Source: an optimization exercise on an open RTL-to-GDS flow (aim: small area and a short achievable clock period). Production flows keep margins and buffers that such runs may drop.
Function not checked in this run: the RTL went through the layout flow alone.

## design/flow/config.mk

```make
export PLATFORM = sky130hd
export DESIGN_NAME = inv_shift_sub_stage
export DESIGN_NICKNAME = inv_shift_sub_stage
export VERILOG_FILES = /design/flow/design.v
export SDC_FILE = /design/flow/constraint.sdc
export NUM_CORES = 4
export LEC_CHECK = 0
export CAP_MARGIN = 20
export CORE_MARGIN = 2
export CORE_UTILIZATION = 35
export CTS_CLUSTER_DIAMETER = 200
export CTS_CLUSTER_SIZE = 20
export PLACE_DENSITY = 0.45
export SETUP_SLACK_MARGIN = 2.5
export SLEW_MARGIN = 20
export SYNTH_HIERARCHICAL = 1
export TNS_END_PERCENT = 0
```

## design/flow/constraint.sdc

```tcl
create_clock -name core_clock -period 5.0 [get_ports {CLK}]
set_input_delay 1.0000 -clock core_clock [delete_from_list [all_inputs] [get_ports {CLK}]]
set_output_delay 1.0000 -clock core_clock [all_outputs]
set_load 0.01 [all_outputs]
```

## design/flow/design.v

```verilog
module g_a21oi_1 (input logic A1, input logic A2, input logic B1, output logic Y); assign Y = (~A1&~B1) | (~A2&~B1); endmodule
module g_a31oi_1 (input logic A1, input logic A2, input logic A3, input logic B1, output logic Y); assign Y = (~A1&~B1) | (~A2&~B1) | (~A3&~B1); endmodule
module g_inv_1 (input logic A, output logic Y); assign Y = (~A); endmodule
module g_nand2_1 (input logic A, input logic B, output logic Y); assign Y = (~A) | (~B); endmodule
module g_nor2_1 (input logic A, input logic B, output logic Y); assign Y = (~A&~B); endmodule
module g_o21a_1 (input logic A1, input logic A2, input logic B1, output logic Y); assign Y = (A1&B1) | (A2&B1); endmodule
module g_o21ai_0 (input logic A1, input logic A2, input logic B1, output logic Y); assign Y = (~A1&~A2) | (~B1); endmodule
module g_o21bai_1 (input logic A1, input logic A2, input logic B1_N, output logic Y); assign Y = (~A1&~A2) | (B1_N); endmodule
module g_o22ai_1 (input logic A1, input logic A2, input logic B1, input logic B2, output logic Y); assign Y = (~B1&~B2) | (~A1&~A2); endmodule
module g_xor  (input logic a, input logic b, output logic y); assign y = a ^ b;    endmodule
module g_xnor (input logic a, input logic b, output logic y); assign y = ~(a ^ b); endmodule
module g_nand (input logic a, input logic b, output logic y); assign y = ~(a & b); endmodule
module g_ready (input logic out_valid, input logic out_ready, output logic ready);
    assign ready = ~out_valid | out_ready;
endmodule
module inv_shift_sub_stage #(
    parameter int TAG_W = 4
) (
    input  logic             CLK,
    input  logic             RST_N,
    input  logic             IN_VALID,
    output logic             IN_READY,
    input  logic [0:127]     IN,
    input  logic [TAG_W-1:0] IN_TAG,
    output logic             OUT_VALID,
    input  logic             OUT_READY,
    output logic [0:127]     OUT,
    output logic [TAG_W-1:0] OUT_TAG
);
    localparam int NEN = 4;           
    logic [NEN:0]      en;      
    logic              v1;
    logic [TAG_W-1:0]  tag1;
    logic [15:0][11:0] s1;      
    logic [15:0][11:0] s1_d;
    logic [15:0][7:0]  s2;      
    logic [15:0][7:0]  s2_d;
    g_ready u_ready (.out_valid(OUT_VALID), .out_ready(OUT_READY), .ready(IN_READY));
    logic en_root;
    g_ready u_en_root (.out_valid(OUT_VALID), .out_ready(OUT_READY), .ready(en_root));
    for (genvar e = 0; e <= NEN; e++) begin : g_en
        g_ready u_en (.out_valid(OUT_VALID), .out_ready(en_root), .ready(en[e]));
    end
    for (genvar k = 0; k < 16; k++) begin : g_byte
        localparam int COL = k / 4;
        localparam int ROW = k % 4;
        localparam int SRC = 4 * ((COL - ROW + 4) % 4) + ROW;
        logic [7:0]  x;
        logic [11:0] o1;
        logic [7:0]  r;
        logic [3:0]  t;
        logic [7:0]  y;
        assign x = IN[8*SRC +: 8];
        logic p8; g_xor u_p8 (.a(x[0]), .b(x[1]), .y(p8));
        logic p9; g_xor u_p9 (.a(x[2]), .b(x[5]), .y(p9));
        logic p10; g_xor u_p10 (.a(x[6]), .b(x[7]), .y(p10));
        logic p11; g_xor u_p11 (.a(x[2]), .b(x[3]), .y(p11));
        logic p12; g_xor u_p12 (.a(x[1]), .b(x[4]), .y(p12));
        logic p13; g_xor u_p13 (.a(x[3]), .b(x[5]), .y(p13));
        logic p14; g_xor u_p14 (.a(p8), .b(p9), .y(p14));
        logic p15; g_xor u_p15 (.a(x[0]), .b(x[4]), .y(p15));
        logic p16; g_xor u_p16 (.a(p8), .b(x[4]), .y(p16));
        logic p17; g_xor u_p17 (.a(p10), .b(p11), .y(p17));
        logic p18; g_xor u_p18 (.a(x[0]), .b(x[5]), .y(p18));
        logic p19; g_xor u_p19 (.a(p12), .b(p13), .y(p19));
        logic p20; g_xor u_p20 (.a(p13), .b(x[6]), .y(p20));
        logic p21; g_xor u_p21 (.a(p9), .b(p10), .y(p21));
        logic p22; g_xor u_p22 (.a(p14), .b(x[6]), .y(p22));
        logic p23; g_xor u_p23 (.a(x[1]), .b(x[2]), .y(p23));
        logic p24; g_xor u_p24 (.a(p8), .b(x[3]), .y(p24));
        logic p25; g_xor u_p25 (.a(p11), .b(x[1]), .y(p25));
        logic p26; g_xor u_p26 (.a(p8), .b(p11), .y(p26));
        logic p27; g_xor u_p27 (.a(p8), .b(x[5]), .y(p27));
        logic p28; g_xor u_p28 (.a(p9), .b(x[4]), .y(p28));
        logic p29; g_xor u_p29 (.a(p12), .b(x[6]), .y(p29));
        logic p30; g_xor u_p30 (.a(p8), .b(x[7]), .y(p30));
        logic p31; g_xor u_p31 (.a(p10), .b(p15), .y(p31));
        logic p32; g_xor u_p32 (.a(p16), .b(x[2]), .y(p32));
        logic p33; g_xor u_p33 (.a(p15), .b(p17), .y(p33));
        logic p34; g_xor u_p34 (.a(p12), .b(p17), .y(p34));
        logic p35; assign p35 = ~x[1];
        logic p36; g_xnor u_p36 (.a(p8), .b(p9), .y(p36));
        logic p37; g_nand u_p37 (.a(p32), .b(p31), .y(p37));
        logic p38; g_nand u_p38 (.a(p15), .b(p34), .y(p38));
        logic p39; g_nand u_p39 (.a(p23), .b(p26), .y(p39));
        logic p40; g_nand u_p40 (.a(p28), .b(p30), .y(p40));
        logic p41; g_nand u_p41 (.a(p16), .b(p21), .y(p41));
        logic p42; g_nand u_p42 (.a(p14), .b(p22), .y(p42));
        logic p43; g_nand u_p43 (.a(p27), .b(p29), .y(p43));
        logic p44; g_nand u_p44 (.a(x[1]), .b(p19), .y(p44));
        logic p45; g_nand u_p45 (.a(p18), .b(p20), .y(p45));
        logic p46; g_xor u_p46 (.a(p37), .b(p38), .y(p46));
        logic p47; g_xor u_p47 (.a(p38), .b(p39), .y(p47));
        logic p48; g_xor u_p48 (.a(p17), .b(p43), .y(p48));
        logic p49; g_xor u_p49 (.a(p25), .b(p43), .y(p49));
        logic p50; g_xor u_p50 (.a(p24), .b(p40), .y(p50));
        logic p51; g_xor u_p51 (.a(p33), .b(p40), .y(p51));
        logic p52; g_xor u_p52 (.a(p48), .b(p45), .y(p52));
        logic p53; g_xor u_p53 (.a(p49), .b(p44), .y(p53));
        logic p54; g_xor u_p54 (.a(p50), .b(p42), .y(p54));
        logic p55; g_xor u_p55 (.a(p51), .b(p41), .y(p55));
        logic p57; g_xor u_p57 (.a(p47), .b(p53), .y(p57));
        logic p60; g_xnor u_p60 (.a(p46), .b(p52), .y(p60));
        logic p61; g_xnor u_p61 (.a(p46), .b(p54), .y(p61));
        logic p62; g_xnor u_p62 (.a(p47), .b(p55), .y(p62));
        assign o1[0] = p20;
        assign o1[1] = p19;
        assign o1[2] = p22;
        assign o1[3] = p21;
        assign o1[4] = p18;
        assign o1[5] = p35;
        assign o1[6] = p36;
        assign o1[7] = p16;
        assign o1[8] = p60;
        assign o1[9] = p57;
        assign o1[10] = p61;
        assign o1[11] = p62;
        assign s1_d[k] = o1;
        assign r = s1[k][7:0];
        assign t = s1[k][11:8];
        logic q12; g_a21oi_1 u_q12 (.A1(t[0]), .A2(t[2]), .B1(t[3]), .Y(q12));
        logic q13; g_inv_1 u_q13 (.A(t[1]), .Y(q13));
        logic q14; g_o21ai_0 u_q14 (.A1(t[0]), .A2(t[2]), .B1(q13), .Y(q14));
        logic q15; g_nor2_1 u_q15 (.A(q12), .B(q14), .Y(q15));
        logic q16; g_inv_1 u_q16 (.A(t[0]), .Y(q16));
        logic q17; g_a21oi_1 u_q17 (.A1(t[2]), .A2(t[3]), .B1(q16), .Y(q17));
        logic q18; g_nand2_1 u_q18 (.A(t[0]), .B(t[2]), .Y(q18));
        logic q19; g_inv_1 u_q19 (.A(t[3]), .Y(q19));
        logic q20; g_nand2_1 u_q20 (.A(q18), .B(q19), .Y(q20));
        logic q21; g_o21a_1 u_q21 (.A1(t[0]), .A2(t[3]), .B1(q13), .Y(q21));
        logic q22; g_a21oi_1 u_q22 (.A1(q17), .A2(q20), .B1(q21), .Y(q22));
        logic q23; g_inv_1 u_q23 (.A(t[2]), .Y(q23));
        logic q24; g_nand2_1 u_q24 (.A(q16), .B(q23), .Y(q24));
        logic q25; g_a21oi_1 u_q25 (.A1(q24), .A2(q13), .B1(q20), .Y(q25));
        logic q26; g_o21bai_1 u_q26 (.A1(q15), .A2(q22), .B1_N(q25), .Y(q26));
        logic q27; g_nor2_1 u_q27 (.A(t[1]), .B(t[3]), .Y(q27));
        logic q28; g_nor2_1 u_q28 (.A(q23), .B(q27), .Y(q28));
        logic q29; g_a21oi_1 u_q29 (.A1(t[0]), .A2(q12), .B1(q28), .Y(q29));
        logic q30; g_nand2_1 u_q30 (.A(t[2]), .B(t[3]), .Y(q30));
        logic q31; g_inv_1 u_q31 (.A(q30), .Y(q31));
        logic q32; g_a21oi_1 u_q32 (.A1(q26), .A2(q29), .B1(q31), .Y(q32));
        logic q33; g_inv_1 u_q33 (.A(q22), .Y(q33));
        logic q34; g_nor2_1 u_q34 (.A(t[0]), .B(q13), .Y(q34));
        logic q35; g_o21ai_0 u_q35 (.A1(q34), .A2(q21), .B1(q18), .Y(q35));
        logic q36; g_a21oi_1 u_q36 (.A1(q33), .A2(q35), .B1(q34), .Y(q36));
        logic q37; g_a31oi_1 u_q37 (.A1(q23), .A2(t[1]), .A3(t[3]), .B1(q16), .Y(q37));
        logic q38; g_a21oi_1 u_q38 (.A1(q16), .A2(q23), .B1(q37), .Y(q38));
        logic q39; g_nor2_1 u_q39 (.A(q27), .B(q38), .Y(q39));
        logic q40; g_nor2_1 u_q40 (.A(q15), .B(q25), .Y(q40));
        logic q41; g_nand2_1 u_q41 (.A(q39), .B(q40), .Y(q41));
        logic q42; g_o22ai_1 u_q42 (.A1(q15), .A2(q25), .B1(q27), .B2(q38), .Y(q42));
        logic q43; g_nand2_1 u_q43 (.A(q41), .B(q42), .Y(q43));
        logic q44; g_inv_1 u_q44 (.A(q40), .Y(q44));
        logic q45; g_xor u_q45 (.a(r[5]), .b(r[7]), .y(q45));
        logic q46; g_xor u_q46 (.a(r[4]), .b(r[5]), .y(q46));
        logic q47; g_xor u_q47 (.a(r[0]), .b(r[2]), .y(q47));
        logic q48; g_xor u_q48 (.a(r[1]), .b(r[3]), .y(q48));
        logic q49; g_xor u_q49 (.a(r[4]), .b(r[6]), .y(q49));
        logic q50; g_xor u_q50 (.a(r[0]), .b(r[7]), .y(q50));
        logic q51; g_xor u_q51 (.a(r[2]), .b(r[5]), .y(q51));
        logic q52; g_xor u_q52 (.a(r[2]), .b(r[3]), .y(q52));
        logic q53; g_xor u_q53 (.a(r[1]), .b(r[6]), .y(q53));
        logic q54; g_xor u_q54 (.a(r[0]), .b(r[1]), .y(q54));
        logic q55; g_xor u_q55 (.a(q47), .b(q48), .y(q55));
        logic q56; g_xor u_q56 (.a(q50), .b(r[4]), .y(q56));
        logic q57; g_xor u_q57 (.a(q45), .b(q53), .y(q57));
        logic q58; g_xor u_q58 (.a(q46), .b(r[3]), .y(q58));
        logic q59; g_xor u_q59 (.a(q45), .b(q49), .y(q59));
        logic q60; g_nand u_q60 (.a(q55), .b(q39), .y(q60));
        logic q61; g_nand u_q61 (.a(q48), .b(q44), .y(q61));
        logic q62; g_nand u_q62 (.a(q47), .b(q43), .y(q62));
        logic q63; g_nand u_q63 (.a(q52), .b(q35), .y(q63));
        logic q64; g_nand u_q64 (.a(r[3]), .b(q33), .y(q64));
        logic q65; g_nand u_q65 (.a(r[2]), .b(q36), .y(q65));
        logic q66; g_nand u_q66 (.a(q54), .b(q29), .y(q66));
        logic q67; g_nand u_q67 (.a(r[1]), .b(q26), .y(q67));
        logic q68; g_nand u_q68 (.a(r[0]), .b(q32), .y(q68));
        logic q69; g_nand u_q69 (.a(q59), .b(q39), .y(q69));
        logic q70; g_nand u_q70 (.a(q45), .b(q44), .y(q70));
        logic q71; g_nand u_q71 (.a(q49), .b(q43), .y(q71));
        logic q72; g_nand u_q72 (.a(r[7]), .b(q33), .y(q72));
        logic q73; g_nand u_q73 (.a(r[6]), .b(q36), .y(q73));
        logic q74; g_nand u_q74 (.a(q46), .b(q29), .y(q74));
        logic q75; g_nand u_q75 (.a(r[5]), .b(q26), .y(q75));
        logic q76; g_nand u_q76 (.a(r[4]), .b(q32), .y(q76));
        logic q77; g_nand u_q77 (.a(q32), .b(q56), .y(q77));
        logic q78; g_nand u_q78 (.a(q26), .b(q57), .y(q78));
        logic q79; g_nand u_q79 (.a(q36), .b(q51), .y(q79));
        logic q80; g_nand u_q80 (.a(q33), .b(q58), .y(q80));
        logic q81; g_xor u_q81 (.a(q69), .b(q72), .y(q81));
        logic q82; g_xor u_q82 (.a(q81), .b(q73), .y(q82));
        logic q83; g_xor u_q83 (.a(q82), .b(q71), .y(q83));
        logic q84; g_xor u_q84 (.a(q66), .b(q67), .y(q84));
        logic q85; g_xor u_q85 (.a(q60), .b(q63), .y(q85));
        logic q86; g_xor u_q86 (.a(q63), .b(q64), .y(q86));
        logic q87; g_xor u_q87 (.a(q85), .b(q65), .y(q87));
        logic q88; g_xor u_q88 (.a(q61), .b(q70), .y(q88));
        logic q89; g_xor u_q89 (.a(q69), .b(q76), .y(q89));
        logic q90; g_xor u_q90 (.a(q66), .b(q74), .y(q90));
        logic q91; g_xor u_q91 (.a(q78), .b(q80), .y(q91));
        logic q92; g_xor u_q92 (.a(q74), .b(q75), .y(q92));
        logic q93; g_xor u_q93 (.a(q90), .b(q60), .y(q93));
        logic q94; g_xor u_q94 (.a(q84), .b(q87), .y(q94));
        logic q95; g_xor u_q95 (.a(q88), .b(q68), .y(q95));
        logic q96; g_xor u_q96 (.a(q64), .b(q67), .y(q96));
        logic q97; g_xor u_q97 (.a(q84), .b(q86), .y(q97));
        logic q98; g_xor u_q98 (.a(q96), .b(q68), .y(q98));
        logic q99; g_xor u_q99 (.a(q87), .b(q61), .y(q99));
        logic q100; g_xor u_q100 (.a(q92), .b(q86), .y(q100));
        logic q101; g_xor u_q101 (.a(q91), .b(q77), .y(q101));
        logic q102; g_xor u_q102 (.a(q99), .b(q83), .y(q102));
        logic q103; g_xor u_q103 (.a(q98), .b(q65), .y(q103));
        logic q104; g_xor u_q104 (.a(q100), .b(q71), .y(q104));
        logic q105; g_xor u_q105 (.a(q88), .b(q62), .y(q105));
        logic q106; g_xor u_q106 (.a(q89), .b(q75), .y(q106));
        logic q107; g_xor u_q107 (.a(q93), .b(q89), .y(q107));
        logic q108; g_xor u_q108 (.a(q101), .b(q79), .y(q108));
        logic q109; g_xor u_q109 (.a(q97), .b(q83), .y(q109));
        logic q110; g_xor u_q110 (.a(q94), .b(q62), .y(q110));
        logic q111; g_xor u_q111 (.a(q106), .b(q71), .y(q111));
        logic q112; g_xor u_q112 (.a(q83), .b(q103), .y(q112));
        logic q113; g_xor u_q113 (.a(q95), .b(q107), .y(q113));
        logic q114; g_xor u_q114 (.a(q104), .b(q105), .y(q114));
        assign y[0] = q102;
        assign y[1] = q113;
        assign y[2] = q109;
        assign y[3] = q110;
        assign y[4] = q108;
        assign y[5] = q112;
        assign y[6] = q114;
        assign y[7] = q111;
        assign s2_d[k]       = y;
        assign OUT[8*k +: 8] = s2[k];
    end
    always_ff @(posedge CLK) begin
        for (int k = 0; k < 16; k++) begin
            if (en[k * NEN / 16]) begin
                s1[k] <= s1_d[k];
                s2[k] <= s2_d[k];
            end
        end
        if (en[NEN]) begin
            tag1    <= IN_TAG;
            OUT_TAG <= tag1;
        end
    end
    always_ff @(posedge CLK) begin
        if (!RST_N) begin
            v1        <= 1'b0;
            OUT_VALID <= 1'b0;
        end else if (en[NEN]) begin
            v1        <= IN_VALID;
            OUT_VALID <= v1;
        end
    end
endmodule
```

## design/flow/flow/run.sh

```bash
#!/bin/bash
set -euo pipefail
bash standard.sh BUFFER_PORTS_ARGS="-buffer_cell sky130_fd_sc_hd__buf_2" finish > run_make.log 2>&1
```

## design/flow/standard.sh

```bash
#!/bin/bash
# synth_recipe.tcl (not shown) runs the flow's synth.tcl, then flattens the netlist and writes it again
# the make line also repeats each setting of config.mk as NAME=value (left out here)
make -C /OpenROAD-flow-scripts/flow DESIGN_CONFIG=/design/flow/config.mk WORK_HOME=/design/flow/orfs CLKGATE_MAP_FILE= SYNTH_SCRIPT=/design/flow/synth_recipe.tcl "${@:-finish}"
```

==> reports/metrics.yaml <==
gp_congestion: 0.846
drcViolationCount: 0
area_growth_pct: 12.2
pre_cts_slack_ns: 1.96
start_util: 0.354
clkSinkCount: 330
slew_headroom: 0.378
dp_hpwl_um: 48300
cts.path.max_buffers: 3
die_area_sq_um: 80700
hold_viol_final: 0
r2r_end: "s2[117]"
fp.dieW_um: 284
ys_warn_count: 7
worst_pin_slew_ns: 0.932
whs_path_depth: 0
critPathRequiredTime_ns: 5.29
placed_cell_area_sq_um: 30100
gr-total-overflow: 0
fin_crit_ns: 2.51
synth_area_sq_um: 27400
cts_buffers: 20
drv_slew: 0
whs_endpoint: "OUT_TAG[1]"
worstReg2RegStart: "s1[176]"
drive_gt1_frac: 0.139
max_freq_mhz: 399
core_sq_um: 77600
hp-class: "register to register"
skew_ns: 0.0271
wl_per_cell_um: 14.2
grt_setup_unrepaired: "true"
drt_wl_total_um: 59300
synth.distinct_cells: 16
dr.first_iter.drc_count: 661
grt_pass1_vias: 18800
ant_nets: 0
startpoint_type: "register"
ios: 270
drt-vias-per-instance: 4.39
antenna_found_initial: 7
timing.hold.ws_ns: 0.430
multi_input_area_sq_um: 17100
worstSkewPairLatency_ns: 0.57
num_rows: 102
port_buffers: 269
clk_pin_slew_ns: 0.09
crit_fanout: 7
postSynthCellCount: 2821
htreeDepth: 1
regArea_sq_um: 9890
crit_type: "register to register"
yosysSeqAreaShare: 0.360
grt_pass1_wl_um: 96400
cts_root_buffer: "clkbuf_16"
drv_cap: 0
final_area_sq_um: 30800
cts_setup_buffers: 0
finalSetupViolations: 0
dr.pass1.iters: 5
fin_ws_ns: 2.49
num_vias: 18300
syn_area_per_cell_sq_um: 9.73
grt_max_degree: 81
r2r_cells: 9
fin_nets: 3252
cp-end-kind: "register"
fillers: 7777
worstPathArrival_ns: 2.80
synth_nets: 2957
grt_usage: 0.144
finalCritPeriodShare: 0.502
setup_tns_ns: 0
fp.dieH_um: 284
rrSetupSlack_ns: 2.49
min-delay-start: "tag1[1]"
cts_tree: "done"
status: "finished clean"
synth-seq-cells: 330
worst max-delay path, stage by stage, from the launching register on:
cell	delay, ns
edfxtp_1	0.55
inv_1	0.16
a31oi_1	0.23
a21oi_2	0.06
nor2_1	0.22
nand2_1	0.14
xor2_1	0.20
xor2_1	0.19
xor2_1	0.35
xor2_1	0.13
cells in the final DEF, fill, tap and decap left out:
| cell type | instances |
|---|---|
| clkbuf_16 | 21 |
| edfxtp_1 | 328 |
| o21bai_2 | 1 |
| xor2_2 | 4 |
| buf_12 | 1 |
| buf_2 | 269 |
| nand2b_4 | 4 |
| o21a_1 | 16 |
| inv_1 | 128 |
| buf_16 | 1 |
| mux2i_1 | 2 |
| nor2_1 | 96 |
| inv_8 | 1 |
| clkbuf_1 | 8 |
| o22ai_1 | 16 |
| diode_2 | 2 |
| nor2b_1 | 2 |
| a21oi_2 | 128 |
| nand2b_1 | 3 |
| buf_4 | 2 |
| xnor2_1 | 64 |
| o21ai_1 | 32 |
| xor2_1 | 1388 |
| dfxtp_1 | 1 |
| dfxtp_2 | 1 |
| o21bai_1 | 15 |
| nand2_1 | 576 |
| a31oi_1 | 16 |
cell type report:
cell class | instances | share of cell area
multi-input combinational | 2363 | 0.557
clock inverter | 1 | 0.000366
sequential | 330 | 0.321
tap | 1040 | 0.0423
timing repair buffer | 273 | 0.0458
inverter | 128 | 0.0156
antenna | 2 | 0.000163
clock buffer | 29 | 0.0180
through the flow:
step | util | std cells
3_3_place_gp | 0.388 | 4132
5_1_grt | 0.397 | 4164
3_5_place_dp | 0.388 | 4132
2_1_floorplan | - | 2821
6_report | 0.397 | 4166
4_1_cts | 0.396 | 4162
modules after synthesis, one instance, submodules excluded, a selection:
module,times used,cell area [sq um],flip-flops and latches
g_ready,7,6.26,0
g_o22ai_1,16,6.26,0
g_a21oi_1,128,8.76,0
g_o21bai_1,16,7.51,0
g_o21ai_0,32,5.00,0
g_nand,480,3.75,0
g_o21a_1,16,7.51,0
g_xor,1392,8.76,0
g_xnor,64,8.76,0
g_nand2_1,96,3.75,0
g_inv_1,112,3.75,0
g_a31oi_1,16,6.26,0
g_nor2_1,96,3.75,0
cells in the mapped netlist:
library cell | number | area share
xor2_1 | 1392 | 0.44
nand2_1 | 576 | 0.079
edfxtp_1 | 328 | 0.36
a21oi_2 | 128 | 0.041
inv_1 | 128 | 0.018
nor2_1 | 96 | 0.013
xnor2_1 | 64 | 0.020
o21ai_1 | 32 | 0.0058
a31oi_1 | 16 | 0.0036
o21a_1 | 16 | 0.0044
o21bai_1 | 16 | 0.0044
o22ai_1 | 16 | 0.0036
nand2b_1 | 7 | 0.0016
dfxtp_1 | 2 | 0.0015
mux2i_1 | 2 | 0.00073
nor2b_1 | 2 | 0.00046
layer usage:
layer  track usage  vias to the layer above  wire length, um
met5             0                        -               63
met4        0.0259                       10              832
met3        0.0301                       60             3090
met2         0.244                      245            27800
met1         0.189                     8412            27600
li1              -                     9577                -
registers in the layout, summed over array words and instances (netlist names):
signal and cells:
s1 192, tag1 4, OUT_TAG 4, v1 1, OUT_VALID 1, s2 128
worst max path at each step:
stage | to | slack, ns | from | cells after the start
4_1_cts | s2[98] | 2.44 | s1[152] | 9
2_1_floorplan | s1[0] | 2.39 | OUT_READY | 2
3_5_place_dp | s1[164] | 1.96 | IN[78] | 7
3_3_place_gp | s1[141] | 2.02 | IN[126] | 7
6_report | s2[117] | 2.49 | s1[176] | 9
5_1_grt | s2[29] | 2.36 | s1[44] | 9
logic make-up (layout without fill, tap and decap cells):
logic type,Yosys count,in the layout,synth area share
DFF,330,330,0.360
and+or+nand+nor,681,681,0.0940
AOI/OAI and AO/OA,224,224,0.0627
buffers and inverters,128,431,0.0175
other,0,2,0
xor gates and xnor gates,1456,1456,0.465
muxes,2,2,0.000730
timing repair:
item                                    CTS  global route
resized for setup                         1             5
hold buffers                              0             0
endpoints found under the setup margin    6            92
hold endpoints to repair                  0             0

==> separate check: timing with driven ports <==
The results above use ideal ports. As a check the final layout listed here was re-extracted and re-timed, cells and wires unchanged. Step 1: set_driving_cell puts a clkbuf_16 on CLK and a buf_2 on each other input, an assumption about the parent block. Step 2 times the ports against the registers' clock, not the clock port: input delays grow and output delays shrink by t, the midpoint of the rising clock arrivals with the driver on. Slacks: ideal / step 1 / step 2; pairs: ideal / step 1.
shift t [ns]: 0.613
slack for setup (ns): 2.491 / 2.491 / 1.965
clock arrival spread, ns: 0.033 / 0.034
slew at the worst register clock pin (ns): 0.10 / 0.10
worst data-port slew with drivers (ns): 0.08
After both steps this run still meets setup and hold. The setup slack of this run moves by 0.000 ns with the drivers and by -0.526 ns with both steps.
